Source: an optimization exercise on an open RTL-to-GDS flow (aim: small area and a short achievable clock period). Production flows keep margins and buffers that such runs may drop. RTL that was checked went through simulation tests only; none was proved equivalent to the original.

// shooter_top
module shooter_top (
	input  logic        CLK,
	input  logic        RESET,
	input  logic        game_tick,
	input  logic        weapon_switch,
	input  logic        fire,
	input  logic        rotate_cw,
	input  logic        rotate_ccw,
	output game_pkg::angle_t      ship_angle,
	output game_pkg::weapon_t     weapon,
	output logic        busy,
	output game_pkg::score_t      score,
	output game_pkg::bcd_digits_t score_digits,
	output logic [$clog2(8 + 1) - 1:0]  enemy_count,
	output logic [$clog2(32 + 1) - 1:0] bullet_count
);
	logic        spawn_en;
	logic        fire_step;
	logic        fire_en;
	logic        turn_en;
	logic        load_en;
	logic        load_last;
	logic        enemy_step;
	logic        sweep_en;
	logic        probe_valid;
	game_pkg::angle_t      probe_angle;
	game_pkg::dist_t       probe_dist;
	logic [3:0]  hit_damage;
	logic        hit;
	logic        kill;
	game_pkg::enemy_kind_t kill_kind;
	game_control u_control (
		.CLK(CLK), .RESET(RESET), .game_tick(game_tick),
		.weapon_switch(weapon_switch), .fire(fire),
		.rotate_cw(rotate_cw), .rotate_ccw(rotate_ccw),
		.ship_angle(ship_angle), .weapon(weapon), .busy(busy),
		.spawn_en(spawn_en), .fire_step(fire_step), .fire_en(fire_en),
		.enemy_step(enemy_step), .sweep_en(sweep_en), .turn_en(turn_en),
		.load_en(load_en), .load_last(load_last)
	);
	enemy_table u_enemies (
		.CLK(CLK), .RESET(RESET), .game_tick(game_tick),
		.spawn_en(spawn_en), .enemy_step(enemy_step),
		.probe_valid(probe_valid), .probe_angle(probe_angle),
		.probe_dist(probe_dist), .hit_damage(hit_damage),
  ...
Size: roughly 2400 cells after synthesis, ~670 flip-flops, ~61 I/O pins, roughly 28000 sq um of cells after synthesis.
==> flow/config.mk <==
export PLATFORM = sky130hd
export DESIGN_NAME = shooter_top
export DESIGN_NICKNAME = shooter_top
export VERILOG_FILES = /design/flow/design.v
export SDC_FILE = /design/flow/constraint.sdc
export NUM_CORES = 4
export LEC_CHECK = 0
export ABC_AREA = 1
export CAP_MARGIN = 20
export CORE_MARGIN = 2
export CORE_UTILIZATION = 70
export CTS_CLUSTER_DIAMETER = 80
export CTS_CLUSTER_SIZE = 22
export SLEW_MARGIN = 20
==> flow/constraint.sdc <==
create_clock -name core_clock -period 48.0 [get_ports {CLK}]
set_input_delay 9.6000 -clock core_clock [delete_from_list [all_inputs] [get_ports {CLK}]]
set_output_delay 9.6000 -clock core_clock [all_outputs]
set_load 0.01 [all_outputs]
standard.sh (not shown) runs the stock make flow with config.mk's settings and CLKGATE_MAP_FILE= SYNTH_SCRIPT=/design/flow/synth_recipe.tcl, a recipe that flattens the netlist after the stock synthesis.
==> flow/flow/run.sh <==
#!/bin/bash
# Standard synthesis, then the standard layout with repair_timing asked for
# extra setup slack, so the resizer also works on the paths that set the
# achieved period (ports and the reset fan-out) instead of stopping at 48 ns.
set -euo pipefail
bash standard.sh synth > synth.log 2>&1
SETUP_SLACK_MARGIN=37.5 bash standard.sh > layout.log 2>&1
The first run completed without violations.
Next try:
==> flow/run.sh (new file) <==
#!/bin/bash
# synth_recipe.tcl (not shown) runs the flow's synth.tcl, then flattens the netlist and writes it again
# the make line also repeats each setting of config.mk as NAME=value (left out here)
make -C /OpenROAD-flow-scripts/flow DESIGN_CONFIG=/design/flow/config.mk WORK_HOME=/design/flow/orfs CLKGATE_MAP_FILE= SYNTH_SCRIPT=/design/flow/synth_recipe.tcl finish
removed: flow/flow/run.sh
removed: flow/standard.sh
After rerunning: Synthesized area stays the same. Routed wire length goes down by 2.4%. Cell area goes down by 1.8%. Non-clock buffer count goes down by 53.

Another version of the RTL of shooter_top (not shown whole).
For scale: roughly 2400 cells after synthesis, about 61 I/O pins, ~28000 sq um of cells after synthesis.
make LEC_CHECK=0 ABC_AREA=1 CAP_MARGIN=20 CORE_MARGIN=2 CORE_UTILIZATION=70 CTS_BUF_LIST='sky130_fd_sc_hd__clkbuf_4 sky130_fd_sc_hd__clkbuf_8' SLEW_MARGIN=20 finish   # period 48.0 ns
run.sh (not shown) runs the stock make flow with config.mk's settings and CLKGATE_MAP_FILE= SYNTH_SCRIPT=/design/flow/synth_recipe.tcl, a recipe that flattens the netlist after the stock synthesis.
Stock flow here: none of the scripts above is used.
Rerun with:
Settings changed: CORE_UTILIZATION 70 to 60, CTS_BUF_LIST sky130_fd_sc_hd__clkbuf_4 sky130_fd_sc_hd__clkbuf_8 to not set.
Result: The changed run produced a clean layout. Clock skew came out lower by 0.010 ns. Utilization came out lower by 11 points. Routed wire length came out lower by 3.8%. Cell count came out higher by 0.47%. Cell area came out higher by 0.48%.
Function was not checked in any run of this note: the RTL went through the layout flow alone.

afterwards: timing with drivers on the ports:
No port has a modelled driver above. Below, the same layouts with a new extraction and two added sets of constraints. Step 1: set_driving_cell puts a clkbuf_16 on CLK and a buf_2 on each other input, an assumption about the parent block. Step 2 moves the port delays by t, midway between the first and last clock arrival at a register: inputs arrive t later, outputs are due t later. That takes back most of the time a late clock gives input paths. Three values: ideal ports, drivers, drivers and shift; two values: the first two.
| run | t (ns) | slack for setup (ns) | clock arrival spread, ns | cell pins on the clock port's net |
|---|---|---|---|---|
| the first run of note 1 | 0.637 | 37.327 / 37.266 / 37.031 | 0.021 / 0.021 | 1 |
| the second run of note 1 | 0.635 | 36.695 / 36.636 / 36.702 | 0.021 / 0.021 | 1 |
| the first run of note 2 | 0.738 | 36.594 / 36.539 / 35.991 | 0.026 / 0.026 | 1 |
| the second run of note 2 | 0.647 | 36.574 / 36.612 / 35.965 | 0.018 / 0.018 | 1 |
After both steps every run listed still meets setup and hold. The setup slack of the second run of note 2, which loses most, moves by +0.038 ns with the drivers and by -0.609 ns with both steps.
